This design comes from an exercise in tuning for a short achievable clock period on the open sky130 flow, not from production work. Where RTL was checked, it was by simulation tests only, not by an equivalence proof against the original. The flow treats the clock pin as an ideal source, which a real chip does not have. Power and IR drop assume default switching activity.

== old ==
## branch_predictor
module branch_predictor #(
  parameter int ENTRIES = 16,
  parameter int INDEX_W = 4
) (
  input  logic        clk_i,
  input  logic        rst_i,
  input  logic [31:0] fetch_pc_i,
  output logic [31:0] next_pc_o,
  output logic        pred_taken_o,
  output logic [31:0] pred_target_o,
  input  logic        mem_stall_i,
  input  logic        upd_valid_i,
  input  logic [31:0] upd_pc_i,
  input  logic        upd_taken_i,
  input  logic [31:0] upd_target_i,
  input  logic        upd_pred_taken_i,
  input  logic [31:0] upd_pred_target_i,
  output logic        mispredict_o,
  output logic [31:0] redirect_pc_o,
  output logic [31:0] branch_cnt_o,
  output logic [31:0] mispred_cnt_o
);
Size: ~300 I/O pins, roughly 0.050 mm² of cells after synthesis.
Settings: LEC_CHECK=0, ABC_CLOCK_PERIOD_IN_PS=4000, CAP_MARGIN=20, CORE_MARGIN=2, CORE_UTILIZATION=40, SETUP_SLACK_MARGIN=2.5, SLEW_MARGIN=20, SYNTH_HIERARCHICAL=1; clock period 7.0 ns.
standard.sh (not shown) runs the stock make flow with config.mk's settings and CLKGATE_MAP_FILE= SYNTH_SCRIPT=/design/flow/synth_recipe.tcl, a recipe that flattens the netlist after the stock synthesis.
==> flow/flow/run.sh <==
#!/bin/bash
# Standard layout, with the delay cells (clkdlybuf4s*, dlygate*, dlymetal*,
# dlybuf*) kept out of port buffering and timing repair. Synthesis is the
# standard one, run unchanged first; the later steps source flow/dont_use.tcl
# through ORFS's PRE_<step>_TCL hooks. Each tool's output goes to a log here.
set -euo pipefail
H="$PWD/flow/dont_use.tcl"
bash standard.sh synth > synth.log 2>&1
bash standard.sh \
  PRE_FLOORPLAN_TCL="$H" PRE_GLOBAL_PLACE_TCL="$H" PRE_RESIZE_TCL="$H" \
  PRE_DETAIL_PLACE_TCL="$H" PRE_CTS_TCL="$H" PRE_GLOBAL_ROUTE_TCL="$H" \
  PRE_DETAIL_ROUTE_TCL="$H" PRE_FILLCELL_TCL="$H" \
  finish > layout.log 2>&1
==> flow/flow/dont_use.tcl <==
# Keep delay cells out of port buffering and timing repair.
set_dont_use [get_lib_cells {sky130_fd_sc_hd__clkdlybuf4s* sky130_fd_sc_hd__dlygate* sky130_fd_sc_hd__dlymetal* sky130_fd_sc_hd__dlybuf*}]
Here is what was changed in the inputs of new compared with old.
-- flow/design.v --
<<< old, line 115
  assign fetch_seq_n[1:0] = ~fetch_pc_i[1:0];
  for (genvar k = 0; k < 32; k++) begin : g_o
    bp_mux2i u_next (.s(take_c[k/4]), .a1(fetch_tgt_n[k]), .a0(fetch_seq_n[k]), .y(next_pc_o[k]));
    bp_and2  u_ptgt (.a(hit_c[k/4]), .b(fetch_tgt[k]), .y(pred_target_o[k]));
  end
>>> new, line 115
  assign fetch_seq_n[1:0] = ~fetch_pc_i[1:0];
  for (genvar k = 0; k < 32; k++) begin : g_o
    logic tn;
    bp_nand2 u_tn   (.a(take_c[k/4]), .b(fetch_tgt[k]), .y(tn));
    bp_o21ai u_next (.a1(take_c[k/4]), .a2(fetch_seq_n[k]), .b1(tn), .y(next_pc_o[k]));
    bp_and2  u_ptgt (.a(hit_c[k/4]), .b(fetch_tgt[k]), .y(pred_target_o[k]));
  end
<<< old, line 232
  assign y = !(a1 && a2 || b1 && b2);
endmodule
module bp_mux2i (input logic s, input logic a1, input logic a0, output logic y);
  assign y = !(s ? a1 : a0);
>>> new, line 234
  assign y = !(a1 && a2 || b1 && b2);
endmodule
module bp_o21ai (input logic a1, input logic a2, input logic b1, output logic y);
  assign y = !((a1 || a2) && b1);
endmodule
module bp_mux2i (input logic s, input logic a1, input logic a0, output logic y);
  assign y = !(s ? a1 : a0);
[summary]
- Synthesis-to-finish area growth ends up lower on new.
- As of new, via count of the first global-routing pass had fallen slightly compared to old.
- Re sequential cell count: no difference whatsoever between new and old.
- Area after synthesis across old and new: no real change.
- Compared with old, new shows a lower net switching fraction of the power.
Only the layout flow was run in new; the RTL was not checked for function there.

* * *

The RTL this note starts from:
==> flow/design.v <==
module branch_predictor #(
  parameter int ENTRIES = 16,
  parameter int INDEX_W = 4
) (
  input  logic        clk_i,
  input  logic        rst_i,
  input  logic [31:0] fetch_pc_i,
  output logic [31:0] next_pc_o,
  output logic        pred_taken_o,
  output logic [31:0] pred_target_o,
  input  logic        mem_stall_i,
  input  logic        upd_valid_i,
  input  logic [31:0] upd_pc_i,
  input  logic        upd_taken_i,
  input  logic [31:0] upd_target_i,
  input  logic        upd_pred_taken_i,
  input  logic [31:0] upd_pred_target_i,
  output logic        mispredict_o,
  output logic [31:0] redirect_pc_o,
  output logic [31:0] branch_cnt_o,
  output logic [31:0] mispred_cnt_o
);
  localparam int TAG_W = 30 - INDEX_W;
  typedef enum logic [1:0] {
    CTR_SN = 2'b00,
    CTR_WN = 2'b01,
    CTR_WT = 2'b10,
    CTR_ST = 2'b11
  } ctr_e;
  logic [ENTRIES-1:0]       valid_q;
  logic [ENTRIES-1:0][1:0]  ctr_q;
  logic [TAG_W-1:0]         tag_q    [ENTRIES];
  logic [31:0]              target_q [ENTRIES];
  logic [31:0] branch_cnt_q;
  logic [31:0] mispred_cnt_q;
  logic [INDEX_W-1:0] fetch_idx;
  logic [TAG_W-1:0]   fetch_tag;
  logic [ENTRIES-1:0] fetch_sv;    
  logic [ENTRIES-1:0] fetch_st;    
  logic [ENTRIES-1:0] fetch_nh;    
  logic [ENTRIES-1:0] fetch_nt;    
  logic [31:0]        fetch_tgt;
  assign fetch_idx = fetch_pc_i[INDEX_W+1:2];
  assign fetch_tag = fetch_pc_i[31:INDEX_W+2];
  logic [ENTRIES-1:0] fetch_dec;
  logic [31:0]        fetch_tgt_n;
  always_comb begin
    for (int i = 0; i < ENTRIES; i++) begin
      fetch_dec[i] = (fetch_idx == i[INDEX_W-1:0]);
      fetch_sv[i]  = fetch_dec[i] && valid_q[i];
      fetch_st[i]  = fetch_dec[i] && valid_q[i] && ctr_q[i][1];
    end
  end
  for (genvar k = 0; k < 32; k++) begin : g_tgt
    logic [7:0] u;
    logic [1:0] w;
    for (genvar p = 0; p < 8; p++) begin : g_u
      bp_a22oi u_u (.a1(fetch_dec[2*p]), .a2(target_q[2*p][k]),
                    .b1(fetch_dec[2*p+1]), .b2(target_q[2*p+1][k]), .y(u[p]));
    end
    bp_nand4 u_w0 (.a(u[0]), .b(u[1]), .c(u[2]), .d(u[3]), .y(w[0]));
    bp_nand4 u_w1 (.a(u[4]), .b(u[5]), .c(u[6]), .d(u[7]), .y(w[1]));
    bp_nor2  u_t  (.a(w[0]), .b(w[1]), .y(fetch_tgt_n[k]));
  end
  assign fetch_tgt = ~fetch_tgt_n;
  logic [TAG_W-1:0] fetch_tag_n [4];
  for (genvar c = 0; c < 4; c++) begin : g_tag_n
    for (genvar b = 0; b < TAG_W; b++) begin : g_b
      bp_inv u_inv (.a(fetch_tag[b]), .y(fetch_tag_n[c][b]));
    end
  end
  for (genvar i = 0; i < ENTRIES; i++) begin : g_cmp
    logic [TAG_W-1:0] x;
    logic [5:0]       a;
    logic [2:0]       e;
    logic             eh, et;
    for (genvar b = 0; b < TAG_W; b++) begin : g_x
      bp_xor2 u_x (.a(fetch_tag_n[i/4][b]), .b(tag_q[i][b]), .y(x[b]));
    end
    for (genvar j = 0; j < 6; j++) begin : g_a
      bp_nand4 u_a (.a(x[4*j]), .b(x[4*j+1]), .c(x[4*j+2]), .d(x[4*j+3]), .y(a[j]));
    end
    for (genvar j = 0; j < 3; j++) begin : g_e
      bp_nor2 u_e (.a(a[2*j]), .b(a[2*j+1]), .y(e[j]));
    end
    bp_and3  u_eh (.a(x[24]), .b(x[25]), .c(fetch_sv[i]), .y(eh));
    bp_and3  u_et (.a(x[24]), .b(x[25]), .c(fetch_st[i]), .y(et));
    bp_nand4 u_nh (.a(e[0]), .b(e[1]), .c(e[2]), .d(eh), .y(fetch_nh[i]));
    bp_nand4 u_nt (.a(e[0]), .b(e[1]), .c(e[2]), .d(et), .y(fetch_nt[i]));
  end
  logic [3:0] hq, tq;
  logic [7:0] hit_c, take_c;
  logic [1:0] tr0;
  for (genvar j = 0; j < 4; j++) begin : g_q
    bp_nand4 u_hq (.a(fetch_nh[4*j]), .b(fetch_nh[4*j+1]), .c(fetch_nh[4*j+2]), .d(fetch_nh[4*j+3]), .y(hq[j]));
    bp_nand4 u_tq (.a(fetch_nt[4*j]), .b(fetch_nt[4*j+1]), .c(fetch_nt[4*j+2]), .d(fetch_nt[4*j+3]), .y(tq[j]));
  end
  for (genvar c = 0; c < 4; c++) begin : g_r
    logic [1:0] hr, tr;
    for (genvar j = 0; j < 2; j++) begin : g_j
      bp_nor2 u_hr (.a(hq[2*j]), .b(hq[2*j+1]), .y(hr[j]));
      bp_nor2 u_tr (.a(tq[2*j]), .b(tq[2*j+1]), .y(tr[j]));
    end
    for (genvar d = 0; d < 2; d++) begin : g_c
      bp_nand2 u_hit  (.a(hr[0]), .b(hr[1]), .y(hit_c[2*c+d]));
      bp_nand2 u_take (.a(tr[0]), .b(tr[1]), .y(take_c[2*c+d]));
    end
  end
  for (genvar j = 0; j < 2; j++) begin : g_tr0
    bp_nor2 u_tr (.a(tq[2*j]), .b(tq[2*j+1]), .y(tr0[j]));
  end
  bp_nand2 u_taken (.a(tr0[0]), .b(tr0[1]), .y(pred_taken_o));
  logic [31:0] fetch_seq_n;
  bp_inc_n #(.W(30)) u_fetch_inc (.a_i(fetch_pc_i[31:2]), .yn_o(fetch_seq_n[31:2]));
  assign fetch_seq_n[1:0] = ~fetch_pc_i[1:0];
  for (genvar k = 0; k < 32; k++) begin : g_o
    bp_mux2i u_next (.s(take_c[k/4]), .a1(fetch_tgt_n[k]), .a0(fetch_seq_n[k]), .y(next_pc_o[k]));
    bp_and2  u_ptgt (.a(hit_c[k/4]), .b(fetch_tgt[k]), .y(pred_target_o[k]));
  end
  assign mispredict_o  = upd_valid_i &&
                         ((upd_taken_i != upd_pred_taken_i) ||
                          (upd_taken_i && (upd_target_i != upd_pred_target_i)));
  logic [31:0] upd_seq_n;
  logic [31:0] upd_target_n;
  bp_inc_n #(.W(30)) u_upd_inc (.a_i(upd_pc_i[31:2]), .yn_o(upd_seq_n[31:2]));
  assign upd_seq_n[1:0] = ~upd_pc_i[1:0];
  assign upd_target_n   = ~upd_target_i;
  for (genvar k = 0; k < 32; k++) begin : g_redirect
    bp_mux2i u_mux (.s(upd_taken_i), .a1(upd_target_n[k]), .a0(upd_seq_n[k]), .y(redirect_pc_o[k]));
  end
  logic [INDEX_W-1:0] upd_idx;
  logic [TAG_W-1:0]   upd_tag;
  logic               upd_hit;
  logic               upd_en;
  assign upd_idx = upd_pc_i[INDEX_W+1:2];
  assign upd_tag = upd_pc_i[31:INDEX_W+2];
  assign upd_hit = valid_q[upd_idx] && (tag_q[upd_idx] == upd_tag);
  assign upd_en  = upd_valid_i && !mem_stall_i;
  logic unused_pc_bits;
  assign unused_pc_bits = ^{fetch_pc_i[1:0], upd_pc_i[1:0]};
  always_ff @(posedge clk_i or posedge rst_i) begin
    if (rst_i) begin
      valid_q       <= '0;
      ctr_q         <= {ENTRIES{CTR_WN}};
      branch_cnt_q  <= '0;
      mispred_cnt_q <= '0;
    end else if (upd_en) begin
      branch_cnt_q <= branch_cnt_q + 32'd1;
      if (mispredict_o) begin
        mispred_cnt_q <= mispred_cnt_q + 32'd1;
      end
      if (upd_hit) begin
        if (upd_taken_i) begin
          if (ctr_q[upd_idx] != CTR_ST) ctr_q[upd_idx] <= ctr_q[upd_idx] + 2'd1;
        end else begin
          if (ctr_q[upd_idx] != CTR_SN) ctr_q[upd_idx] <= ctr_q[upd_idx] - 2'd1;
        end
      end else if (upd_taken_i) begin
        valid_q[upd_idx] <= 1'b1;
        ctr_q[upd_idx]   <= CTR_WT;
      end
    end
  end
  always_ff @(posedge clk_i) begin
    if (!rst_i && upd_en && upd_taken_i) begin
      target_q[upd_idx] <= upd_target_i;
      if (!upd_hit) begin
        tag_q[upd_idx] <= upd_tag;
      end
    end
  end
  assign branch_cnt_o  = branch_cnt_q;
  assign mispred_cnt_o = mispred_cnt_q;
endmodule
module bp_inc_n #(
  parameter int W = 30
) (
  input  logic [W-1:0] a_i,
  output logic [W-1:0] yn_o
);
  always_comb begin
    logic [W-1:0] p;
    p = a_i;
    for (int d = 1; d < W; d = 2 * d) begin
      for (int k = W - 1; k >= d; k--) p[k] = p[k] & p[k-d];
    end
    yn_o[0] = a_i[0];
    for (int k = 1; k < W; k++) yn_o[k] = !(a_i[k] ^ p[k-1]);
  end
endmodule
module bp_xnor2 (input logic a, input logic b, output logic y);
  assign y = !(a ^ b);
endmodule
module bp_inv (input logic a, output logic y);
  assign y = !a;
endmodule
module bp_xor2 (input logic a, input logic b, output logic y);
  assign y = a ^ b;
endmodule
module bp_nand2 (input logic a, input logic b, output logic y);
  assign y = !(a && b);
endmodule
module bp_nand4 (input logic a, input logic b, input logic c, input logic d, output logic y);
  assign y = !(a && b && c && d);
endmodule
module bp_and3 (input logic a, input logic b, input logic c, output logic y);
  assign y = a && b && c;
endmodule
module bp_nor2 (input logic a, input logic b, output logic y);
  assign y = !(a || b);
endmodule
module bp_nor3 (input logic a, input logic b, input logic c, output logic y);
  assign y = !(a || b || c);
endmodule
module bp_and2 (input logic a, input logic b, output logic y);
  assign y = a && b;
endmodule
module bp_a22oi (input logic a1, input logic a2, input logic b1, input logic b2, output logic y);
  assign y = !(a1 && a2 || b1 && b2);
endmodule
module bp_mux2i (input logic s, input logic a1, input logic a0, output logic y);
  assign y = !(s ? a1 : a0);
endmodule
export LEC_CHECK = 0
export ABC_CLOCK_PERIOD_IN_PS = 4000
export CAP_MARGIN = 20
export CORE_MARGIN = 2
export CORE_UTILIZATION = 40
export SETUP_SLACK_MARGIN = 2.0
export SLEW_MARGIN = 20
export SYNTH_HIERARCHICAL = 1
create_clock -name core_clock -period 7.0 [get_ports {clk_i}]
run.sh (not shown) runs the stock make flow with config.mk's settings and CLKGATE_MAP_FILE= SYNTH_SCRIPT=/design/flow/synth_recipe.tcl, a recipe that flattens the netlist after the stock synthesis.
Stock flow here: none of the scripts above is used.
The starting point produced a clean layout.
Rerun with:
--- a/flow/design.v
+++ b/flow/design.v
@@ -61,23 +61,17 @@
     bp_nand4 u_w0 (.a(u[0]), .b(u[1]), .c(u[2]), .d(u[3]), .y(w[0]));
     bp_nand4 u_w1 (.a(u[4]), .b(u[5]), .c(u[6]), .d(u[7]), .y(w[1]));
     bp_nor2  u_t  (.a(w[0]), .b(w[1]), .y(fetch_tgt_n[k]));
   end
   assign fetch_tgt = ~fetch_tgt_n;
-  logic [TAG_W-1:0] fetch_tag_n [4];
-  for (genvar c = 0; c < 4; c++) begin : g_tag_n
-    for (genvar b = 0; b < TAG_W; b++) begin : g_b
-      bp_inv u_inv (.a(fetch_tag[b]), .y(fetch_tag_n[c][b]));
-    end
-  end
   for (genvar i = 0; i < ENTRIES; i++) begin : g_cmp
     logic [TAG_W-1:0] x;
     logic [5:0]       a;
     logic [2:0]       e;
     logic             eh, et;
     for (genvar b = 0; b < TAG_W; b++) begin : g_x
-      bp_xor2 u_x (.a(fetch_tag_n[i/4][b]), .b(tag_q[i][b]), .y(x[b]));
+      bp_xnor2 u_x (.a(fetch_tag[b]), .b(tag_q[i][b]), .y(x[b]));
     end
     for (genvar j = 0; j < 6; j++) begin : g_a
       bp_nand4 u_a (.a(x[4*j]), .b(x[4*j+1]), .c(x[4*j+2]), .d(x[4*j+3]), .y(a[j]));
     end
     for (genvar j = 0; j < 3; j++) begin : g_e
@@ -87,31 +81,25 @@
     bp_and3  u_et (.a(x[24]), .b(x[25]), .c(fetch_st[i]), .y(et));
     bp_nand4 u_nh (.a(e[0]), .b(e[1]), .c(e[2]), .d(eh), .y(fetch_nh[i]));
     bp_nand4 u_nt (.a(e[0]), .b(e[1]), .c(e[2]), .d(et), .y(fetch_nt[i]));
   end
   logic [3:0] hq, tq;
+  logic [1:0] hr, tr;
   logic [7:0] hit_c, take_c;
-  logic [1:0] tr0;
   for (genvar j = 0; j < 4; j++) begin : g_q
     bp_nand4 u_hq (.a(fetch_nh[4*j]), .b(fetch_nh[4*j+1]), .c(fetch_nh[4*j+2]), .d(fetch_nh[4*j+3]), .y(hq[j]));
     bp_nand4 u_tq (.a(fetch_nt[4*j]), .b(fetch_nt[4*j+1]), .c(fetch_nt[4*j+2]), .d(fetch_nt[4*j+3]), .y(tq[j]));
   end
-  for (genvar c = 0; c < 4; c++) begin : g_r
-    logic [1:0] hr, tr;
-    for (genvar j = 0; j < 2; j++) begin : g_j
-      bp_nor2 u_hr (.a(hq[2*j]), .b(hq[2*j+1]), .y(hr[j]));
-      bp_nor2 u_tr (.a(tq[2*j]), .b(tq[2*j+1]), .y(tr[j]));
-    end
-    for (genvar d = 0; d < 2; d++) begin : g_c
-      bp_nand2 u_hit  (.a(hr[0]), .b(hr[1]), .y(hit_c[2*c+d]));
-      bp_nand2 u_take (.a(tr[0]), .b(tr[1]), .y(take_c[2*c+d]));
-    end
-  end
-  for (genvar j = 0; j < 2; j++) begin : g_tr0
-    bp_nor2 u_tr (.a(tq[2*j]), .b(tq[2*j+1]), .y(tr0[j]));
-  end
-  bp_nand2 u_taken (.a(tr0[0]), .b(tr0[1]), .y(pred_taken_o));
+  for (genvar j = 0; j < 2; j++) begin : g_r
+    bp_nor2 u_hr (.a(hq[2*j]), .b(hq[2*j+1]), .y(hr[j]));
+    bp_nor2 u_tr (.a(tq[2*j]), .b(tq[2*j+1]), .y(tr[j]));
+  end
+  for (genvar c = 0; c < 8; c++) begin : g_c
+    bp_nand2 u_hit  (.a(hr[0]), .b(hr[1]), .y(hit_c[c]));
+    bp_nand2 u_take (.a(tr[0]), .b(tr[1]), .y(take_c[c]));
+  end
+  bp_nand2 u_taken (.a(tr[0]), .b(tr[1]), .y(pred_taken_o));
   logic [31:0] fetch_seq_n;
   bp_inc_n #(.W(30)) u_fetch_inc (.a_i(fetch_pc_i[31:2]), .yn_o(fetch_seq_n[31:2]));
   assign fetch_seq_n[1:0] = ~fetch_pc_i[1:0];
   for (genvar k = 0; k < 32; k++) begin : g_o
     bp_mux2i u_next (.s(take_c[k/4]), .a1(fetch_tgt_n[k]), .a0(fetch_seq_n[k]), .y(next_pc_o[k]));
@@ -189,16 +177,10 @@
   end
 endmodule
 module bp_xnor2 (input logic a, input logic b, output logic y);
   assign y = !(a ^ b);
 endmodule
-module bp_inv (input logic a, output logic y);
-  assign y = !a;
-endmodule
-module bp_xor2 (input logic a, input logic b, output logic y);
-  assign y = a ^ b;
-endmodule
 module bp_nand2 (input logic a, input logic b, output logic y);
   assign y = !(a && b);
 endmodule
 module bp_nand4 (input logic a, input logic b, input logic c, input logic d, output logic y);
   assign y = !(a && b && c && d);
=> Wire length shrinks slightly; power went down slightly; non-clock buffer count grows by 38; critical path depth went down by 8; final area is about the same; worst setup slack gets worse by 12 ps; flip-flop and latch count does not change; die area is lower slightly; area after synthesis drops slightly; clock power shrinks by a few percent; final cell count fell by a few percent; global-route usage falls by 0.21 points.
No functional check of the RTL was part of any run of this note.

==> re-timing with driven ports <==
How much do the figures lean on ideal ports? The routed layouts below were timed once more, with nothing changed but the port constraints. Step 1 (the two cells are an assumption about what drives the block):
set clk [get_ports {clk_i}]
set_driving_cell -lib_cell sky130_fd_sc_hd__clkbuf_16 $clk
set_driving_cell -lib_cell sky130_fd_sc_hd__buf_2 [delete_from_list [all_inputs] $clk]
Step 2 times the ports against the registers' clock, not the clock port: input delays grow and output delays shrink by t, the midpoint of the rising clock arrivals with the driver on. a / b / c = ideal / step 1 / step 2; a / b = the first two.
| run | t (ns) | setup WS [ns] | latest minus earliest clock arrival (ns) |
|---|---|---|---|
| old | 0.790 | 2.079 / 1.940 / 1.339 | 0.038 / 0.038 |
| new | 0.775 | 2.149 / 1.993 / 1.419 | 0.026 / 0.026 |
| the first run of note 2 | 0.805 | 1.950 / 1.772 / 0.967 | 0.024 / 0.024 |
| the second run of note 2 | 0.766 | 1.938 / 1.635 / 1.063 | 0.071 / 0.071 |
After both steps every run listed still meets setup and hold. For the first run of note 2, which loses most, drivers alone change the setup slack by -0.178 ns; drivers and shift together by -0.983 ns.
